Background: an optimization exercise with open tools, aiming at small area and a short achievable clock period. Do not read the settings as production practice. Where RTL was checked, it was by simulation tests only, not by an equivalence proof against the original. Power is estimated from default activity; no workload was simulated.

==> inputs of v14 <==
==> flow/design.v <==
`default_nettype none
package prefetch_pkg;
	localparam int ADDR_WIDTH = 32;
	localparam int LINE_WIDTH = 256;
	localparam int GRACE_WIDTH = 8;
	localparam int HIT_COUNT_WIDTH = 16;
	localparam int NUM_SLOTS = 4;
	typedef logic [ADDR_WIDTH-1:0] addr_t;
	typedef logic [LINE_WIDTH-1:0] line_t;
	typedef logic [$clog2(NUM_SLOTS)-1:0] slot_idx_t;
	typedef logic [GRACE_WIDTH-1:0] grace_t;
	typedef logic [HIT_COUNT_WIDTH-1:0] hit_count_t;
	localparam grace_t GRACE_DEFAULT = 8'd20;
	typedef struct packed {
		addr_t address;
		logic read;
		logic write;
		line_t wdata;
	} l2_req_t;
	typedef struct packed {
		line_t rdata;
		logic resp;
	} l2_rsp_t;
	typedef struct packed {
		addr_t address;
		logic read;
		logic write;
		line_t wdata;
	} mem_req_t;
	typedef struct packed {
		line_t rdata;
		logic resp;
	} mem_rsp_t;
	typedef struct packed {
		logic enable;
		grace_t grace_limit;
	} cfg_t;
	typedef enum logic [2:0] {
		idle,
		prefetch,
		check_hit,
		pass_through,
		hit_reply
	} engine_state_t;
endpackage
`default_nettype wire
`timescale 1ns/1ps
`default_nettype none
module prefetcher
(
	input wire clk,
	input wire prefetch_counter_reset,
	input wire [31:0] orb,
	input wire [31:0] l2_req_address,
	input wire l2_req_read,
	input wire l2_req_write,
	input wire [255:0] l2_req_wdata,
	output wire [255:0] l2_rsp_rdata,
	output wire l2_rsp_resp,
	output wire [31:0] mem_req_address,
	output wire mem_req_read,
	output wire mem_req_write,
	output wire [255:0] mem_req_wdata,
	input wire [255:0] mem_rsp_rdata,
	input wire mem_rsp_resp,
	input wire cfg_write,
	input wire cfg_wdata_enable,
	input wire [7:0] cfg_wdata_grace_limit,
	output wire cfg_enable,
	output wire [7:0] cfg_grace_limit,
	output wire [15:0] hit_count
);
	localparam int NS = 4;
	wire rst = prefetch_counter_reset;
	logic st_idle, st_pf, st_ch, st_pt, st_hr;
	logic [7:0] grace;
	logic [31:0] slot_address [0:NS-1];
	logic [255:0] slot_data [0:NS-1];
	logic [NS-1:0] slot_valid;
	logic [NS-1:0] slot_ready;
	logic [NS-1:0] wp;           
	logic [NS-1:0] l2_match;     
	logic [NS-1:0] pf_sel;       
	logic cfg_en;
	logic [7:0] cfg_gl;
	logic [15:0] hcnt;
	wire l2_active = l2_req_read | l2_req_write;
	wire resp = mem_rsp_resp;
	logic within_grace;
	always_comb
	begin
		logic gt, eq;
		gt = 1'b0;
		eq = 1'b1;
		for (int i = 7; i >= 0; i--)
		begin
			gt = gt | (eq & grace[i] & ~cfg_gl[i]);
			eq = eq & ~(grace[i] ^ cfg_gl[i]);
		end
		within_grace = ~gt;
	end
	logic [NS-1:0] orb_match;
	logic [NS-1:0] l2_match_d;
	always_comb
	begin
		for (int i = 0; i < NS; i++)
		begin
			orb_match[i] = slot_valid[i] && (slot_address[i] == orb);
			l2_match_d[i] = slot_valid[i] && (slot_address[i] == l2_req_address);
		end
	end
	wire hint_present = |orb_match;
	logic [NS-1:0] ld_try;
	wire [NS-1:0] load_en = ld_try & {NS{~l2_active & ~hint_present}};
	wire load_hint = |load_en;
	wire [NS-1:0] load_ptr = {wp[NS-2:0], wp[NS-1]};
	wire fill_pending = |(wp & slot_valid & ~slot_ready);
	wire fill = st_pf & resp;
	wire [NS-1:0] hit_ready_v = l2_match & slot_ready;
	wire hit_ready = |hit_ready_v;
	wire abandon = l2_active & within_grace;
	wire idle_n = (st_idle & ~l2_active & ~load_hint & ~fill_pending)
		| (st_pf & ~abandon & resp)
		| (st_pt & resp)
		| st_hr;
	wire pf_n = (st_idle & ~l2_active & (load_hint | fill_pending))
		| (st_pf & ~abandon & ~resp);
	wire ch_n = (st_idle | (st_pf & within_grace)) & l2_active;
	wire pt_n = (st_ch & ~(hit_ready & l2_req_read)) | (st_pt & ~resp);
	wire hr_n = st_ch & hit_ready & l2_req_read;
	wire [NS-1:0] wp_n = load_hint ? load_ptr : wp;
	always_ff @(posedge clk)
	begin
		if (rst)
		begin
			st_idle <= 1'b1;
			st_pf <= 1'b0;
			st_ch <= 1'b0;
			st_pt <= 1'b0;
			st_hr <= 1'b0;
			pf_sel <= '0;
			ld_try <= '0;
		end
		else
		begin
			st_idle <= idle_n;
			st_pf <= pf_n;
			st_ch <= ch_n;
			st_pt <= pt_n;
			st_hr <= hr_n;
			pf_sel <= pf_n ? wp_n : '0;
			ld_try <= (idle_n & (cfg_write ? cfg_wdata_enable : cfg_en))
				? {wp_n[NS-2:0], wp_n[NS-1]} : '0;
		end
	end
	logic [7:0] grace_carry;
	always_comb
	begin
		for (int i = 0; i < 8; i++)
			grace_carry[i] = &(grace | (8'hff << i));
	end
	always_ff @(posedge clk)
	begin
		if (rst || !st_pf)
			grace <= '0;
		else if (!(&grace))
			grace <= grace ^ grace_carry;
	end
	always_ff @(posedge clk)
	begin
		l2_match <= l2_match_d;
	end
	always_ff @(posedge clk)
	begin
		if (rst)
		begin
			slot_valid <= '0;
			slot_ready <= '0;
			wp <= 4'b0001;
		end
		else
		begin
			wp <= wp_n;
			for (int i = 0; i < NS; i++)
			begin
				if (load_en[i])
				begin
					slot_valid[i] <= 1'b1;
					slot_ready[i] <= 1'b0;
				end
				if (fill && wp[i])
					slot_ready[i] <= 1'b1;
				if (st_ch && l2_req_write && hit_ready_v[i])
					slot_ready[i] <= 1'b0;
			end
		end
	end
	always_ff @(posedge clk)
	begin
		for (int i = 0; i < NS; i++)
		begin
			if (load_en[i])
				slot_address[i] <= orb;
			if (fill && wp[i])
				slot_data[i] <= mem_rsp_rdata;
		end
	end
	always_ff @(posedge clk)
	begin
		if (rst)
		begin
			cfg_en <= 1'b0;
			cfg_gl <= 8'd20;
		end
		else if (cfg_write)
		begin
			cfg_en <= cfg_wdata_enable;
			cfg_gl <= cfg_wdata_grace_limit;
		end
	end
	logic [15:0] hcnt_carry;
	always_comb
	begin
		for (int i = 0; i < 16; i++)
			hcnt_carry[i] = &(hcnt | (16'hffff << i));
	end
	always_ff @(posedge clk)
	begin
		if (rst)
			hcnt <= '0;
		else if (st_hr && !(&hcnt))
			hcnt <= hcnt ^ hcnt_carry;
	end
	localparam int NG = 8;
	localparam int NG_BITS = 256 / NG;
	function automatic logic and4(input logic a, input logic b, input logic c, input logic d,
		input int k);
		case (k % 8)
			0: and4 = ((a & b) & c) & d;
			1: and4 = ((a & b) & d) & c;
			2: and4 = ((a & c) & b) & d;
			3: and4 = ((a & c) & d) & b;
			4: and4 = ((a & d) & b) & c;
			5: and4 = ((b & c) & a) & d;
			6: and4 = (a & b) & (c & d);
			default: and4 = (a & c) & (b & d);
		endcase
	endfunction
	logic [NS-1:0] hsel [0:NG-1];    
	logic [NG-1:0] msel;             
	always_ff @(posedge clk)
	begin
		for (int g = 0; g < NG; g++)
		begin
			logic [NS-1:0] h;
			for (int i = 0; i < NS; i++)
				h[i] = and4(st_ch, l2_req_read, l2_match[i], slot_ready[i], g);
			hsel[g] <= h;
			msel[g] <= ~|h;
		end
	end
	logic [255:0] rdata_n012;
	logic [31:0] maddr_n012;
	for (genvar g = 0; g < NG; g++)
	begin : g_rpick
		prefetcher_pick3n #(.W(NG_BITS)) pick_i
		(
			.sel(hsel[g][2:0]),
			.d0(slot_data[0][g*NG_BITS +: NG_BITS]),
			.d1(slot_data[1][g*NG_BITS +: NG_BITS]),
			.d2(slot_data[2][g*NG_BITS +: NG_BITS]),
			.y_n(rdata_n012[g*NG_BITS +: NG_BITS])
		);
	end
	prefetcher_pick3n #(.W(32)) apick_i
	(
		.sel(pf_sel[2:0]),
		.d0(slot_address[0]),
		.d1(slot_address[1]),
		.d2(slot_address[2]),
		.y_n(maddr_n012)
	);
	logic [255:0] rdata;
	logic [31:0] maddr;
	always_comb
	begin
		for (int g = 0; g < NG; g++)
			rdata[g*NG_BITS +: NG_BITS] = ~rdata_n012[g*NG_BITS +: NG_BITS]
				| ({NG_BITS{hsel[g][3]}} & slot_data[3][g*NG_BITS +: NG_BITS])
				| ({NG_BITS{msel[g]}} & mem_rsp_rdata[g*NG_BITS +: NG_BITS]);
		maddr = ~maddr_n012 | ({32{pf_sel[3]}} & slot_address[3])
			| ({32{st_pt}} & l2_req_address);
	end
	assign l2_rsp_rdata = rdata;
	assign l2_rsp_resp = (st_pt & resp) | st_hr;
	assign mem_req_address = maddr;
	assign mem_req_read = st_pf | (st_pt & l2_req_read);
	assign mem_req_write = st_pt & l2_req_write;
	assign mem_req_wdata = l2_req_wdata;
	assign cfg_enable = cfg_en;
	assign cfg_grace_limit = cfg_gl;
	assign hit_count = hcnt;
endmodule
module prefetcher_pick3n #(parameter int W = 16)
(
	input wire [2:0] sel,
	input wire [W-1:0] d0,
	input wire [W-1:0] d1,
	input wire [W-1:0] d2,
	output wire [W-1:0] y_n
);
	assign y_n = ~(({W{sel[0]}} & d0) | ({W{sel[1]}} & d1) | ({W{sel[2]}} & d2));
endmodule
`default_nettype wire
==> flow/flow/run.sh <==
#!/bin/bash
# Standard ORFS layout, with plain buffers on the ports instead of the delay
# cells that buffer_ports picks by default. Each ORFS step writes its own log
# under orfs/logs; make's own output goes to make.log.
set -euo pipefail
export BUFFER_PORTS_ARGS="-buffer_cell sky130_fd_sc_hd__buf_1"
export DONT_USE_CELLS="sky130_fd_sc_hd__clkdlybuf4s15_1 sky130_fd_sc_hd__clkdlybuf4s15_2 sky130_fd_sc_hd__clkdlybuf4s18_1 sky130_fd_sc_hd__clkdlybuf4s18_2 sky130_fd_sc_hd__clkdlybuf4s25_1 sky130_fd_sc_hd__clkdlybuf4s25_2 sky130_fd_sc_hd__clkdlybuf4s50_1 sky130_fd_sc_hd__clkdlybuf4s50_2 sky130_fd_sc_hd__dlygate4sd1_1 sky130_fd_sc_hd__dlygate4sd2_1 sky130_fd_sc_hd__dlygate4sd3_1 sky130_fd_sc_hd__dlymetal6s2s_1 sky130_fd_sc_hd__dlymetal6s4s_1 sky130_fd_sc_hd__dlymetal6s6s_1"
bash standard.sh > make.log 2>&1
==> flow/standard.sh <==
#!/bin/bash
# synth_recipe.tcl (not shown) runs the flow's synth.tcl, then flattens the netlist and writes it again
# the make line also repeats each setting of config.mk as NAME=value (left out here)
make -C /OpenROAD-flow-scripts/flow DESIGN_CONFIG=/design/flow/config.mk WORK_HOME=/design/flow/orfs CLKGATE_MAP_FILE= SYNTH_SCRIPT=/design/flow/synth_recipe.tcl "${@:-finish}"
==> flow/config.mk <==
export PLATFORM = sky130hd
export DESIGN_NAME = prefetcher
export DESIGN_NICKNAME = prefetcher
export VERILOG_FILES = /design/flow/design.v
export SDC_FILE = /design/flow/constraint.sdc
export NUM_CORES = 4
export LEC_CHECK = 0
export CAP_MARGIN = 20
export CORE_AREA = 5 5 395 395
export CTS_BUF_LIST = sky130_fd_sc_hd__clkbuf_16
export CTS_CLUSTER_DIAMETER = 100
export CTS_CLUSTER_SIZE = 24
export DIE_AREA = 0 0 400 400
export GPL_ROUTABILITY_DRIVEN = 0
export PLACE_DENSITY = 0.45
export SETUP_SLACK_MARGIN = 2.5
export SLEW_MARGIN = 20
export SYNTH_HIERARCHICAL = 1
export SYNTH_MINIMUM_KEEP_SIZE = 0
==> flow/constraint.sdc <==
create_clock -name core_clock -period 5.8 [get_ports {clk}]
set_input_delay 1.1600 -clock core_clock [delete_from_list [all_inputs] [get_ports {clk}]]
set_output_delay 1.1600 -clock core_clock [all_outputs]
set_load 0.01 [all_outputs]
==> v5: changes against v14 <==
==> flow/design.v, changed modules only <==
module prefetcher
(
	input wire clk,
	input wire prefetch_counter_reset,
	input wire [31:0] orb,
	input wire [31:0] l2_req_address,
	input wire l2_req_read,
	input wire l2_req_write,
	input wire [255:0] l2_req_wdata,
	output wire [255:0] l2_rsp_rdata,
	output wire l2_rsp_resp,
	output wire [31:0] mem_req_address,
	output wire mem_req_read,
	output wire mem_req_write,
	output wire [255:0] mem_req_wdata,
	input wire [255:0] mem_rsp_rdata,
	input wire mem_rsp_resp,
	input wire cfg_write,
	input wire cfg_wdata_enable,
	input wire [7:0] cfg_wdata_grace_limit,
	output wire cfg_enable,
	output wire [7:0] cfg_grace_limit,
	output wire [15:0] hit_count
);
	localparam int NS = 4;
	wire rst = prefetch_counter_reset;
	logic st_idle, st_pf, st_ch, st_pt, st_hr;
	logic [7:0] grace;
	logic [31:0] slot_address [0:NS-1];
	logic [255:0] slot_data [0:NS-1];
	logic [NS-1:0] slot_valid;
	logic [NS-1:0] slot_ready;
	logic [NS-1:0] wp;           
	logic [NS-1:0] l2_match;     
	logic [NS-1:0] hit_sel;      
	logic [NS-1:0] pf_sel;       
	logic cfg_en;
	logic [7:0] cfg_gl;
	logic [15:0] hcnt;
	wire l2_active = l2_req_read | l2_req_write;
	wire resp = mem_rsp_resp;
	logic within_grace;
	always_comb
	begin
		logic gt, eq;
		gt = 1'b0;
		eq = 1'b1;
		for (int i = 7; i >= 0; i--)
		begin
			gt = gt | (eq & grace[i] & ~cfg_gl[i]);
			eq = eq & ~(grace[i] ^ cfg_gl[i]);
		end
		within_grace = ~gt;
	end
	logic [NS-1:0] orb_match;
	logic [NS-1:0] l2_match_d;
	always_comb
	begin
		for (int i = 0; i < NS; i++)
		begin
			orb_match[i] = slot_valid[i] && (slot_address[i] == orb);
			l2_match_d[i] = slot_valid[i] && (slot_address[i] == l2_req_address);
		end
	end
	wire hint_present = |orb_match;
	wire load_hint = st_idle & ~l2_active & cfg_en & ~hint_present;
	wire [NS-1:0] load_ptr = {wp[NS-2:0], wp[NS-1]};
	wire fill_pending = |(wp & slot_valid & ~slot_ready);
	wire fill = st_pf & resp;
	wire [NS-1:0] hit_ready_v = l2_match & slot_ready;
	wire hit_ready = |hit_ready_v;
	wire abandon = l2_active & within_grace;
	wire idle_n = (st_idle & ~l2_active & ~load_hint & ~fill_pending)
		| (st_pf & ~abandon & resp)
		| (st_pt & resp)
		| st_hr;
	wire pf_n = (st_idle & ~l2_active & (load_hint | fill_pending))
		| (st_pf & ~abandon & ~resp);
	wire ch_n = (st_idle | (st_pf & within_grace)) & l2_active;
	wire pt_n = (st_ch & ~(hit_ready & l2_req_read)) | (st_pt & ~resp);
	wire hr_n = st_ch & hit_ready & l2_req_read;
	wire [NS-1:0] wp_n = load_hint ? load_ptr : wp;
	always_ff @(posedge clk)
	begin
		if (rst)
		begin
			st_idle <= 1'b1;
			st_pf <= 1'b0;
			st_ch <= 1'b0;
			st_pt <= 1'b0;
			st_hr <= 1'b0;
			pf_sel <= '0;
		end
		else
		begin
			st_idle <= idle_n;
			st_pf <= pf_n;
			st_ch <= ch_n;
			st_pt <= pt_n;
			st_hr <= hr_n;
			pf_sel <= pf_n ? wp_n : '0;
		end
	end
	logic [7:0] grace_carry;
	always_comb
	begin
		for (int i = 0; i < 8; i++)
			grace_carry[i] = &(grace | (8'hff << i));
	end
	always_ff @(posedge clk)
	begin
		if (rst || !st_pf)
			grace <= '0;
		else if (!(&grace))
			grace <= grace ^ grace_carry;
	end
	always_ff @(posedge clk)
	begin
		l2_match <= l2_match_d;
		hit_sel <= (st_ch & l2_req_read) ? hit_ready_v : '0;
	end
	always_ff @(posedge clk)
	begin
		if (rst)
		begin
			slot_valid <= '0;
			slot_ready <= '0;
			wp <= 4'b0001;
		end
		else
		begin
			wp <= wp_n;
			for (int i = 0; i < NS; i++)
			begin
				if (load_hint && load_ptr[i])
				begin
					slot_valid[i] <= 1'b1;
					slot_ready[i] <= 1'b0;
				end
				if (fill && wp[i])
					slot_ready[i] <= 1'b1;
				if (st_ch && l2_req_write && hit_ready_v[i])
					slot_ready[i] <= 1'b0;
			end
		end
	end
	always_ff @(posedge clk)
	begin
		for (int i = 0; i < NS; i++)
		begin
			if (load_hint && load_ptr[i])
				slot_address[i] <= orb;
			if (fill && wp[i])
				slot_data[i] <= mem_rsp_rdata;
		end
	end
	always_ff @(posedge clk)
	begin
		if (rst)
		begin
			cfg_en <= 1'b0;
			cfg_gl <= 8'd20;
		end
		else if (cfg_write)
		begin
			cfg_en <= cfg_wdata_enable;
			cfg_gl <= cfg_wdata_grace_limit;
		end
	end
	logic [15:0] hcnt_carry;
	always_comb
	begin
		for (int i = 0; i < 16; i++)
			hcnt_carry[i] = &(hcnt | (16'hffff << i));
	end
	always_ff @(posedge clk)
	begin
		if (rst)
			hcnt <= '0;
		else if (st_hr && !(&hcnt))
			hcnt <= hcnt ^ hcnt_carry;
	end
	logic [255:0] rdata;
	logic [31:0] maddr;
	always_comb
	begin
		rdata = {256{st_pt}} & mem_rsp_rdata;
		maddr = {32{st_pt}} & l2_req_address;
		for (int i = 0; i < NS; i++)
		begin
			rdata = rdata | ({256{hit_sel[i]}} & slot_data[i]);
			maddr = maddr | ({32{pf_sel[i]}} & slot_address[i]);
		end
	end
	assign l2_rsp_rdata = rdata;
	assign l2_rsp_resp = (st_pt & resp) | st_hr;
	assign mem_req_address = maddr;
	assign mem_req_read = st_pf | (st_pt & l2_req_read);
	assign mem_req_write = st_pt & l2_req_write;
	assign mem_req_wdata = l2_req_wdata;
	assign cfg_enable = cfg_en;
	assign cfg_grace_limit = cfg_gl;
	assign hit_count = hcnt;
endmodule
// module prefetcher_pick3n removed
==> flow/config.mk (replaced) <==
export PLATFORM = sky130hd
export DESIGN_NAME = prefetcher
export DESIGN_NICKNAME = prefetcher
export VERILOG_FILES = /design/flow/design.v
export SDC_FILE = /design/flow/constraint.sdc
export NUM_CORES = 4
export LEC_CHECK = 0
export CAP_MARGIN = 20
export CORE_AREA = 5 5 395 395
export DIE_AREA = 0 0 400 400
export SETUP_SLACK_MARGIN = 2.5
export SLEW_MARGIN = 20
==> v8: changes against v14 <==
--- a/flow/config.mk
+++ b/flow/config.mk
@@ -12,6 +12,5 @@
 export CTS_CLUSTER_SIZE = 24
 export DIE_AREA = 0 0 400 400
-export GPL_ROUTABILITY_DRIVEN = 0
-export PLACE_DENSITY = 0.45
+export PLACE_DENSITY = 0.9
 export SETUP_SLACK_MARGIN = 2.5
 export SLEW_MARGIN = 20
==> run summary <==
metric                                                                                                          v8                       v14                         v5
Result of the run                                                                         timing/DRC/antenna clean  timing/DRC/antenna clean   timing/DRC/antenna clean
Drt pass-1 iters                                                                                                 9                         8                          9
Clock-cell share of area                                                                                     3.63%                     3.32%                      6.93%
Count of mapped cells out of synthesis                                                                        3172                      3172                       3111
Final period util                                                                                            56.2%                     56.3%                      62.0%
Post-Synthesis Mean Instance Area                                                                         15.8 um2                  15.8 um2                   15.7 um2
Adder-Cell Fraction of Synth Area                                                                           0.200%                    0.200%                     0.246%
Seq_cells                                                                                                     1254                      1254                       1214
Share of power burned in combinational logic                                                                  4.8%                      4.7%                       5.3%
Placed Cells incl. Taps                                                                                       5473                      5470                       5363
Power dissipated in combinational cells                                                                   0.759 mW                  0.733 mW                   0.992 mW
Share of the final layout cell area in multi-input gates                                                     18.8%                     19.0%                      17.0%
Final standard cell area without fillers                                                                0.0557 mm2                0.0554 mm2                 0.0608 mm2
Post-CTS Resized                                                                                                89                       128                        482
Seq power                                                                                                  9.85 mW                   9.85 mW                    9.61 mW
Crit path buffers/inverters                                                                                      2                         3                          4
Highest-delay cell along the critical path                                               sky130_fd_sc_hd__a222oi_1  sky130_fd_sc_hd__dfxtp_4  sky130_fd_sc_hd__a222oi_1
# nets final                                                                                                  4149                      4122                       4232
Met3 Routed Length                                                                                        29000 um                  26300 um                   41200 um
Clock transition at the register clock pins on the worst setup and hold paths after CTS                    0.09 ns                   0.10 ns                    0.06 ns
Routed wire length                                                                                       187000 um                 198000 um                  227000 um
Clk power                                                                                                  5.15 mW                   4.95 mW                    8.17 mW
Function not checked in v5: the RTL went through the layout flow alone.

## re-timing with driven ports
The flow's constraints put no driver on any port. The routed layouts listed below were extracted and timed again, unchanged, in two steps. Step 1 sets driving cells, clkbuf_16 on the clock port and buf_2 on the other inputs (assumed; they add their load-dependent delay and slew). Step 2 also shifts input and output timing later by t, the mid clock arrival at the registers, as if the neighbouring blocks saw the same clock. a / b / c = ideal / step 1 / step 2; a / b = the first two.
| run | t (ns) | setup slack, ns | clock arrival spread, ns | worst slew at a driven data input, ns | cell pins on the clock port's net |
|---|---|---|---|---|---|
| v14 | 0.766 | 2.534 / 2.456 / 1.780 | 0.041 / 0.042 | 0.36 | 1 |
| v5 | 0.836 | 2.201 / 2.118 / 1.707 | 0.066 / 0.067 | 0.39 | 1 |
| v8 | 0.736 | 2.542 / 2.442 / 1.896 | 0.043 / 0.043 | 0.39 | 1 |
After both steps every run listed still meets setup and hold. The setup slack of v14, which loses most, moves by -0.078 ns with the drivers and by -0.754 ns with both steps.
